This is an optimization exercise on Yosys and OpenROAD, whose aim is small area, a short achievable clock period and few clock cycles per item, not a production implementation. Function was checked by simulation only, so behaviour that the tests miss may differ from the original. Power figures rest on the tool's default switching activity, not on a simulated workload.

File: flow/config.mk
export PLATFORM = sky130hd
export DESIGN_NAME = oxygen_cell_calibrate_and_mod
export DESIGN_NICKNAME = oxygen_cell_calibrate_and_mod
export VERILOG_FILES = /design/flow/design.v
export SDC_FILE = /design/flow/constraint.sdc
export NUM_CORES = 4
export LEC_CHECK = 0
export CAP_MARGIN = 20
export CORE_MARGIN = 2
export CORE_UTILIZATION = 40
export SLEW_MARGIN = 20
File: flow/design.v
`timescale 1ns / 1ps
`default_nettype none
package ocm_pkg;
    localparam int SAMPLE_W    = 16;
    localparam int CFG_W       = 8;
    localparam int CFG_IDX_W   = 2;
    localparam int O2_W        = 10;
    localparam int DEPTH_W     = 15;
    localparam int ACC_W       = 20;
    localparam int REF_W       = ACC_W - 1;
    localparam int PROD_W      = CFG_W + SAMPLE_W - 1;
    localparam logic OP_MEAS = 1'b0;
    localparam logic OP_CAL  = 1'b1;
    typedef enum logic [CFG_IDX_W-1:0] {
        REG_AIR_O2       = 2'd0,
        REG_LIMIT_NORMAL = 2'd1,
        REG_LIMIT_TECH   = 2'd2
    } cfg_reg_t;
    localparam logic [CFG_W-1:0] AIR_O2_RESET       = 8'd209;
    localparam logic [CFG_W-1:0] LIMIT_NORMAL_RESET = 8'd140;
    localparam logic [CFG_W-1:0] LIMIT_TECH_RESET   = 8'd160;
    localparam int O2_MIN       = 10;
    localparam int O2_MAX       = 1000;
    localparam int MOD_SCALE    = 1000;
    localparam int DEPTH_OFFSET = 100;
    localparam int DEPTH_MAX    = 32767;
endpackage
`default_nettype wire
`timescale 1ns / 1ps
`default_nettype none
module ocm_div #(
    parameter int NUM_W = 27,
    parameter int DEN_W = 19
) (
    input  logic             clk,
    input  logic             rst_n,
    input  logic             start,
    input  logic [NUM_W-1:0] numer,
    input  logic [DEN_W-1:0] denom,
    output logic             done,
    output logic [NUM_W-1:0] quot
);
    localparam int CNT_W = $clog2(NUM_W);
    logic             busy_reg, busy_next;
    logic             done_reg, done_next;
    logic [CNT_W-1:0] cnt_reg, cnt_next;
    logic [DEN_W-1:0] rem_reg, rem_next;
    logic [NUM_W-1:0] qn_reg, qn_next;
    logic [DEN_W-1:0] den_reg, den_next;
    logic [DEN_W:0] trial;
    logic [DEN_W:0] diff;
    logic           ge;
    assign trial = {rem_reg, qn_reg[NUM_W-1]};
    assign diff  = trial - {1'b0, den_reg};
    assign ge    = (trial >= {1'b0, den_reg});
    always_comb
    begin
        busy_next = busy_reg;
        done_next = 1'b0;
        cnt_next  = cnt_reg;
        rem_next  = rem_reg;
        qn_next   = qn_reg;
        den_next  = den_reg;
        if (start)
        begin
            busy_next = 1'b1;
            cnt_next  = CNT_W'(NUM_W - 1);
            rem_next  = '0;
            qn_next   = numer;
            den_next  = denom;
        end
        else if (busy_reg)
        begin
            rem_next = ge ? diff[DEN_W-1:0] : trial[DEN_W-1:0];
            qn_next  = {qn_reg[NUM_W-2:0], ge};
            if (cnt_reg == '0)
            begin
                busy_next = 1'b0;
                done_next = 1'b1;
            end
            else
            begin
                cnt_next = cnt_reg - 1'b1;
            end
        end
    end
    always_ff @(posedge clk or negedge rst_n)
    begin
        if (!rst_n)
        begin
            busy_reg <= 1'b0;
            done_reg <= 1'b0;
            cnt_reg  <= '0;
        end
        else
        begin
            busy_reg <= busy_next;
            done_reg <= done_next;
            cnt_reg  <= cnt_next;
        end
    end
    always_ff @(posedge clk)
    begin
        rem_reg <= rem_next;
        qn_reg  <= qn_next;
        den_reg <= den_next;
    end
    assign done = done_reg;
    assign quot = qn_reg;
endmodule
`default_nettype wire
`timescale 1ns / 1ps
`default_nettype none
import ocm_pkg::*;
module oxygen_cell_calibrate_and_mod #(
    parameter int CAL_SAMPLES = 10
) (
    input  logic                                  clk,
    input  logic                                  rst_n,
    input  logic                                  in_valid,
    output logic                                  in_stall,
    input  logic                                  opcode,
    input  logic signed [ocm_pkg::SAMPLE_W-1:0]   sample,
    output logic                                  out_valid,
    input  logic                                  out_stall,
    output logic [ocm_pkg::O2_W-1:0]              o2_tenths,
    output logic [ocm_pkg::DEPTH_W-1:0]           depth_normal_tenths,
    output logic [ocm_pkg::DEPTH_W-1:0]           depth_tech_tenths,
    output logic                                  calibration_done,
    output logic                                  not_calibrated,
    input  logic                                  cfg_valid,
    output logic                                  cfg_ready,
    input  logic [ocm_pkg::CFG_IDX_W-1:0]         cfg_index,
    input  logic [ocm_pkg::CFG_W-1:0]             cfg_data
);
    localparam int CNT_W   = (CAL_SAMPLES > 1) ? $clog2(CAL_SAMPLES) : 1;
    localparam int NUM_W   = PROD_W + $clog2(CAL_SAMPLES + 1);
    localparam int MCNT_W  = $clog2(CFG_W);
    typedef enum logic [4:0] {
        S_IDLE   = 5'b00001,
        S_MUL    = 5'b00010,
        S_DIV_O2 = 5'b00100,
        S_DEPTH  = 5'b01000,
        S_OUT    = 5'b10000
    } state_t;
    function automatic logic [DEPTH_W-1:0] depth_of(input logic [NUM_W-1:0] q);
        logic [NUM_W-1:0] d;
        d = q - NUM_W'(DEPTH_OFFSET);
        if (q < NUM_W'(DEPTH_OFFSET))
            depth_of = '0;
        else if (d > NUM_W'(DEPTH_MAX))
            depth_of = DEPTH_W'(DEPTH_MAX);
        else
            depth_of = d[DEPTH_W-1:0];
    endfunction
    state_t state_reg, state_next;
    logic [CFG_W-1:0] air_reg, limit_n_reg, limit_t_reg;
    logic [ACC_W-1:0] acc_reg, acc_next;
    logic [CNT_W-1:0] cnt_reg, cnt_next;
    logic [REF_W-1:0] ref_reg, ref_next;
    logic             ref_valid_reg, ref_valid_next;
    logic             start_a_reg, start_a_next;
    logic             start_b_reg, start_b_next;
    logic             out_valid_reg, out_valid_next;
    logic [CFG_W-1:0]  mul_a_reg, mul_a_next;
    logic [PROD_W-1:0] mul_b_reg, mul_b_next;
    logic [PROD_W-1:0] mul_acc_reg, mul_acc_next;
    logic [MCNT_W-1:0] mul_cnt_reg, mul_cnt_next;
    logic [O2_W-1:0]    o2_reg, o2_next;
    logic [DEPTH_W-1:0] dn_reg, dn_next;
    logic [DEPTH_W-1:0] dt_reg, dt_next;
    logic               done_reg, done_next;
    logic               nc_reg, nc_next;
    logic [O2_W-1:0]    o2_out_reg, o2_out_next;
    logic [DEPTH_W-1:0] dn_out_reg, dn_out_next;
    logic [DEPTH_W-1:0] dt_out_reg, dt_out_next;
    logic               done_out_reg, done_out_next;
    logic               nc_out_reg, nc_out_next;
    logic [ACC_W-1:0] acc_sum;
    logic             acc_pos;
    logic [NUM_W-1:0] numer_a, numer_b;
    logic [REF_W-1:0] denom_a, denom_b;
    logic [NUM_W-1:0] quot_a, quot_b;
    logic             done_a, done_b;
    assign acc_sum = acc_reg + {{(ACC_W-SAMPLE_W){sample[SAMPLE_W-1]}}, sample};
    assign acc_pos = !acc_sum[ACC_W-1] && (acc_sum != '0);
    assign numer_a = (state_reg == S_DIV_O2)
                   ? NUM_W'(mul_acc_reg) * NUM_W'(CAL_SAMPLES)
                   : NUM_W'(limit_n_reg) * NUM_W'(MOD_SCALE);
    assign denom_a = (state_reg == S_DIV_O2) ? ref_reg : REF_W'(o2_reg);
    assign numer_b = NUM_W'(limit_t_reg) * NUM_W'(MOD_SCALE);
    assign denom_b = REF_W'(o2_reg);
    ocm_div #(.NUM_W(NUM_W), .DEN_W(REF_W)) u_div_a (
        .clk   (clk),
        .rst_n (rst_n),
        .start (start_a_reg),
        .numer (numer_a),
        .denom (denom_a),
        .done  (done_a),
        .quot  (quot_a)
    );
    ocm_div #(.NUM_W(NUM_W), .DEN_W(REF_W)) u_div_b (
        .clk   (clk),
        .rst_n (rst_n),
        .start (start_b_reg),
        .numer (numer_b),
        .denom (denom_b),
        .done  (done_b),
        .quot  (quot_b)
    );
    always_comb
    begin
        state_next     = state_reg;
        acc_next       = acc_reg;
        cnt_next       = cnt_reg;
        ref_next       = ref_reg;
        ref_valid_next = ref_valid_reg;
        start_a_next   = 1'b0;
        start_b_next   = 1'b0;
        out_valid_next = out_valid_reg && out_stall;
        mul_a_next     = mul_a_reg;
        mul_b_next     = mul_b_reg;
        mul_acc_next   = mul_acc_reg;
        mul_cnt_next   = mul_cnt_reg;
        o2_next        = o2_reg;
        dn_next        = dn_reg;
        dt_next        = dt_reg;
        done_next      = done_reg;
        nc_next        = nc_reg;
        o2_out_next    = o2_out_reg;
        dn_out_next    = dn_out_reg;
        dt_out_next    = dt_out_reg;
        done_out_next  = done_out_reg;
        nc_out_next    = nc_out_reg;
        case (state_reg)
            S_IDLE:
            begin
                if (in_valid)
                begin
                    if (opcode == OP_CAL)
                    begin
                        acc_next  = acc_sum;
                        cnt_next  = cnt_reg + 1'b1;
                        done_next = 1'b0;
                        nc_next   = !ref_valid_reg;
                        if (cnt_reg == CNT_W'(CAL_SAMPLES - 1))
                        begin
                            ref_next       = acc_sum[REF_W-1:0];
                            ref_valid_next = acc_pos;
                            acc_next       = '0;
                            cnt_next       = '0;
                            done_next      = 1'b1;
                            nc_next        = !acc_pos;
                        end
                        o2_next    = '0;
                        dn_next    = '0;
                        dt_next    = '0;
                        state_next = S_OUT;
                    end
                    else
                    begin
                        done_next = 1'b0;
                        nc_next   = !ref_valid_reg;
                        if (!ref_valid_reg)
                        begin
                            o2_next      = O2_W'(O2_MAX);
                            start_a_next = 1'b1;
                            start_b_next = 1'b1;
                            state_next   = S_DEPTH;
                        end
                        else if (sample[SAMPLE_W-1] || (sample == '0))
                        begin
                            o2_next      = O2_W'(O2_MIN);
                            start_a_next = 1'b1;
                            start_b_next = 1'b1;
                            state_next   = S_DEPTH;
                        end
                        else
                        begin
                            mul_a_next   = air_reg;
                            mul_b_next   = PROD_W'(sample[SAMPLE_W-2:0]);
                            mul_acc_next = '0;
                            mul_cnt_next = '0;
                            state_next   = S_MUL;
                        end
                    end
                end
            end
            S_MUL:
            begin
                if (mul_a_reg[0])
                    mul_acc_next = mul_acc_reg + mul_b_reg;
                mul_a_next   = mul_a_reg >> 1;
                mul_b_next   = mul_b_reg << 1;
                mul_cnt_next = mul_cnt_reg + 1'b1;
                if (mul_cnt_reg == '1)
                begin
                    start_a_next = 1'b1;
                    state_next   = S_DIV_O2;
                end
            end
            S_DIV_O2:
            begin
                if (done_a)
                begin
                    if (quot_a > NUM_W'(O2_MAX))
                        o2_next = O2_W'(O2_MAX);
                    else if (quot_a < NUM_W'(O2_MIN))
                        o2_next = O2_W'(O2_MIN);
                    else
                        o2_next = quot_a[O2_W-1:0];
                    start_a_next = 1'b1;
                    start_b_next = 1'b1;
                    state_next   = S_DEPTH;
                end
            end
            S_DEPTH:
            begin
                if (done_a && done_b)
                begin
                    dn_next    = depth_of(quot_a);
                    dt_next    = depth_of(quot_b);
                    state_next = S_OUT;
                end
            end
            S_OUT:
            begin
                if (!out_valid_reg || !out_stall)
                begin
                    out_valid_next = 1'b1;
                    o2_out_next    = o2_reg;
                    dn_out_next    = dn_reg;
                    dt_out_next    = dt_reg;
                    done_out_next  = done_reg;
                    nc_out_next    = nc_reg;
                    state_next     = S_IDLE;
                end
            end
            default:
            begin
                state_next = S_IDLE;
            end
        endcase
    end
    always_ff @(posedge clk or negedge rst_n)
    begin
        if (!rst_n)
        begin
            state_reg     <= S_IDLE;
            air_reg       <= AIR_O2_RESET;
            limit_n_reg   <= LIMIT_NORMAL_RESET;
            limit_t_reg   <= LIMIT_TECH_RESET;
            acc_reg       <= '0;
            cnt_reg       <= '0;
            ref_reg       <= '0;
            ref_valid_reg <= 1'b0;
            start_a_reg   <= 1'b0;
            start_b_reg   <= 1'b0;
            out_valid_reg <= 1'b0;
        end
        else
        begin
            state_reg     <= state_next;
            acc_reg       <= acc_next;
            cnt_reg       <= cnt_next;
            ref_reg       <= ref_next;
            ref_valid_reg <= ref_valid_next;
            start_a_reg   <= start_a_next;
            start_b_reg   <= start_b_next;
            out_valid_reg <= out_valid_next;
            if (cfg_valid)
            begin
                case (cfg_index)
                    REG_AIR_O2:       air_reg     <= cfg_data;
                    REG_LIMIT_NORMAL: limit_n_reg <= cfg_data;
                    REG_LIMIT_TECH:   limit_t_reg <= cfg_data;
                    default:          ;
                endcase
            end
        end
    end
    always_ff @(posedge clk)
    begin
        mul_a_reg    <= mul_a_next;
        mul_b_reg    <= mul_b_next;
        mul_acc_reg  <= mul_acc_next;
        mul_cnt_reg  <= mul_cnt_next;
        o2_reg       <= o2_next;
        dn_reg       <= dn_next;
        dt_reg       <= dt_next;
        done_reg     <= done_next;
        nc_reg       <= nc_next;
        o2_out_reg   <= o2_out_next;
        dn_out_reg   <= dn_out_next;
        dt_out_reg   <= dt_out_next;
        done_out_reg <= done_out_next;
        nc_out_reg   <= nc_out_next;
    end
    assign in_stall            = (state_reg != S_IDLE);
    assign cfg_ready           = 1'b1;
    assign out_valid           = out_valid_reg;
    assign o2_tenths           = o2_out_reg;
    assign depth_normal_tenths = dn_out_reg;
    assign depth_tech_tenths   = dt_out_reg;
    assign calibration_done    = done_out_reg;
    assign not_calibrated      = nc_out_reg;
endmodule
`default_nettype wire
File: flow/run.sh
#!/bin/bash
# synth_recipe.tcl (not shown) runs the flow's synth.tcl, then flattens the netlist and writes it again
# the make line also repeats each setting of config.mk as NAME=value (left out here)
make -C /OpenROAD-flow-scripts/flow DESIGN_CONFIG=/design/flow/config.mk WORK_HOME=/design/flow/orfs CLKGATE_MAP_FILE= SYNTH_SCRIPT=/design/flow/synth_recipe.tcl finish
File: flow/constraint.sdc
create_clock -name core_clock -period 6.0 [get_ports {clk}]
set_input_delay 1.2000 -clock core_clock [delete_from_list [all_inputs] [get_ports {clk}]]
set_output_delay 1.2000 -clock core_clock [all_outputs]
set_load 0.01 [all_outputs]
==> flow_summary.toml <==
[worst_setup_path]
stages_on_the_worst_setup_path = 15
reg2reg_slack_ns = 1.30
reg2regPathDepth = 15
dominant_cell_type_by_count_on_the_critical_path = "sky130_fd_sc_hd__fa_1"
path_max_fanout = 7
critical_path.reg2reg.startpoint = "limit_n_reg[2]"
crit_required_ns = 6.28
timing.rr.end = "u_div_a.qn_reg[16]"
worstSetupEndpointType = "flop"
cp_num_buf_inv = 2
worstSetupPathType = "flop to flop"
cp-start-kind = "flop"
startpoint = "limit_n_reg[2]"
critPathSlowestCell = "sky130_fd_sc_hd__dfstp_2"
cpPeakStageDelay_ns = 0.62
timing.critical_path.arrival_ns = 4.97
cp_cell_sequence = "fa_1 -> xor2_1 -> ha_1 -> inv_1 -> fa_1 -> fa_1 -> inv_1 -> ha_1 -> a21oi_1 -> o21ai_0 -> o41ai_1 -> o21ai_0 -> xor2_1 -> mux2i_1 -> a21oi_1"
timing.critical_path.max_delay_family = "adder cells"
setup.worst_path.end = "u_div_a.qn_reg[16]"

[final_layout]
filler_instances = 5172
design.final.nets = 2583
final_cell_mix = "sky130_fd_sc_hd__nand2_1 (271), sky130_fd_sc_hd__edfxtp_1 (221), sky130_fd_sc_hd__ha_1 (199), sky130_fd_sc_hd__inv_1 (158), sky130_fd_sc_hd__nor2_1 (154)"
fin_util = 0.459
p_r_area_growth_vs_syn_pct = 12.9
antenna_cells_inserted = 0
layout.cells.most_common = "sky130_fd_sc_hd__nand2_1"
ratio_of_cells_with_drive_above_1_in_the_final_layout = 0.0698

[clocking]
cts.sink_count = 352
clock_tree.htree_level_count = 2
cts_made_buffers = 40
clock_tree_from_tritoncts = "done"
clk_pin_slew_ns = 0.06
clock-root-buffer = "sky130_fd_sc_hd__clkbuf_16"
clockBufferDepth = 3
ctsResizeCount = 0
postCtsHoldBufs = 0
clock_insertion_delay_worst_skew_ns = 0.56
cts.repair_timing.setup_buffer_count = 0

[synth]
area_of_the_mapped_netlist_um2 = 22500
ys_seq_elements = 352
yosysWarnings = 2
synth_flop_cell = "sky130_fd_sc_hd__edfxtp_1"
fraction_of_registers_with_async_set_or_reset_after_synthesis = 0.256
syn_inst = 2235
count_of_flip_flops_with_a_built_in_enable_after_synthesis = 221
proportion_of_synthesized_chip_area_in_sequential_cells = 0.432
syn_nets = 2514
netlist-cell-type-count = 92
post_synth.cell_area_avg_um2 = 10.1

[floorplan]
die_x_um = 241
boundaryPins = 77
core.rowCount = 86
dieArea_um2 = 58200
placeableCoreArea_um2 = 55400
starting_density_of_the_core = 0.406
die_height_um = 241

[sta]
final-hold-violation-count = 0
final_min_period_over_clock_period = 0.783
slew_viol_final = 0
timing.final.setup_violations = 0
fin_setup_tns_ns = 0
actual_transition_at_the_worst_max_transition_pin_ns = 0.975
worst_slack_ns = 1.30
post-route-min-period_ns = 4.70
finalHoldWorstSlack_ns = 0.418
rsz0062_at_grt = "no"
fmax_ghz = 0.213
fin_worst_skew_ns = 0.0160
max_slew_margin = 0.348

[place]
dp.final_hpwl_um = 38400
place_ws_ns = 1.18
place.port_buffers = 75
gp_routability_congestion = 0.868

[routing]
wire_per_inst_um = 16.7
detail_route.drc_violations = 0
drt-vias-per-instance = 5.36
routed_wirelength_um = 51500
first_iter_violations = 1174
drtAntennaViolNets = 0
drt_pre_antenna_iters = 5
route.vias.total = 16531

[global_route]
grt_max_degree = 63
global_route_wire_length_before_repair_um = 84400
grt_overflow_total = 0
grtUsageTotal = 0.180
grt_pass1_vias = 16177
antenna_violations_before_repair = 0

[power_and_ir_drop]
share_comb_of_total_power = 0.540
power.share.sequential = 0.291
p_per_area_nw_per_um2 = 564
power.switching_fraction = 0.423
cellInternalPower_mw = 8.27
power.net_switching_mw = 6.06
post-layout-total-power_mw = 14.3
power_frac_clock = 0.169
irDropWorstVdd_mv = 0.398
leakage_nw = 10.7

[hold_path]
min_path_type = "flop to flop"

[run]
cap_violations = 0

[outcome]
status = "timing/DRC/antenna clean"
## how the worst min path moves through the flow
| stage | start | cells past startpoint | endpoint | slack, ns |
|---|---|---|---|---|
| final | dn_reg[13] | 0 | dn_out_reg[13] | 0.42 |
| after CTS | dn_reg[13] | 0 | dn_out_reg[13] | 0.42 |
| after global placement | dt_reg[7] | 0 | dt_out_reg[7] | 0.40 |
| after global routing | dt_reg[14] | 0 | dt_out_reg[14] | 0.42 |
| after floorplan | dn_reg[0] | 0 | dn_out_reg[0] | 0.40 |
| after detailed placement | dn_reg[13] | 0 | dn_out_reg[13] | 0.40 |
## Yosys cell counts (all sizes together) (17+ instances only)
cell    number  area, µm²
a21oi      132        702
and2        44        275
nand2b      26        163
nor3        69        355
o211ai      17        128
a31oi       18        113
ha         199       2490
dfrtp       80       2000
nor2       156        591
xor2        48        420
nand3       54        270
clkbuf      59        221
fa          48        961
a311oi      19        166
xnor2       63        552
inv        158        593
o21ai       99        495
nor2b       23        144
mux2        29        327
a22o        19        166
edfxtp     221       6640
nand2      271       1020
a21o        43        323
or3         18        123
a211oi      32        245
o21a        20        150
dfxtp       41        821
## routing by layer
layer	global-route usage	vias up	wire [µm]	part of all wire
met5	0	-	0	0
met4	0.0531	0	1190	0.023
li1	-	8201	-	-
met1	0.253	7927	25100	0.49
met3	0.0227	73	2020	0.039
met2	0.292	330	23200	0.45
## kinds of logic after synthesis
logic type               share of synthesized area
AO/OA/AOI/OAI                                0.147
XOR/XNOR                                    0.0442
adder cells (fa/ha/maj)                      0.153
buffers and inverters                       0.0396
flip-flops                                   0.432
multiplexers                                0.0207
other                                     0.000167
AND/OR/NAND/NOR                              0.163
## power groups by stage
stage | Combinational (mW) | Clock (mW) | Sequential (mW)
floorplan | 6.09 | 0 | 3.93
CTS | 7.73 | 2.49 | 4.16
detailed placement | 7.66 | 0 | 4.20
global route | 8.80 | 2.59 | 4.26
finish | 7.73 | 2.43 | 4.17
global placement | 7.50 | 0 | 4.18
## final cells by class
cell class                      count  area (µm²)  share of cell area
Sequential cell                   352        9720               0.383
Tap cell                          748         936              0.0368
Multi-Input combinational cell   1656       11900               0.470
Inverter                          159         597              0.0235
Clock inverter                     12         100             0.00394
Clock buffer                       62        1210              0.0475
Timing Repair Buffer               95         906              0.0356
## metrics by stage
step                      instances  instance area, µm²
after floorplan                2235               22500
after global placement         3009               24100
after detailed placement       3009               24100
after CTS                      3083               25400
after global routing           3084               25400
final                          3084               25400
Testbench counts, summed over its fixed seeds: cycles 81,768, items 1,280.

-- static timing again, ports no longer ideal --
In the flow no input, the clock included, has a driving cell. The finished layout below was timed again as built, in two steps.
Step 1: set_driving_cell puts a clkbuf_16 on clk and a buf_2 on each other input, an assumption about the parent block.
Step 2 also shifts input and output timing later by t, the mid clock arrival at the registers, as if the neighbouring blocks saw the same clock.
a / b / c = no drivers / after step 1 / after step 2; a / b = the first two.
shift t [ns]: 0.615
setup slack, ns: 1.302 / 1.302 / 1.154
worst setup path after step 2: input to register
latest minus earliest clock arrival (ns): 0.018 / 0.017
After both steps this run still meets setup and hold. The setup slack of this run moves by 0.000 ns with the drivers and by -0.148 ns with both steps.
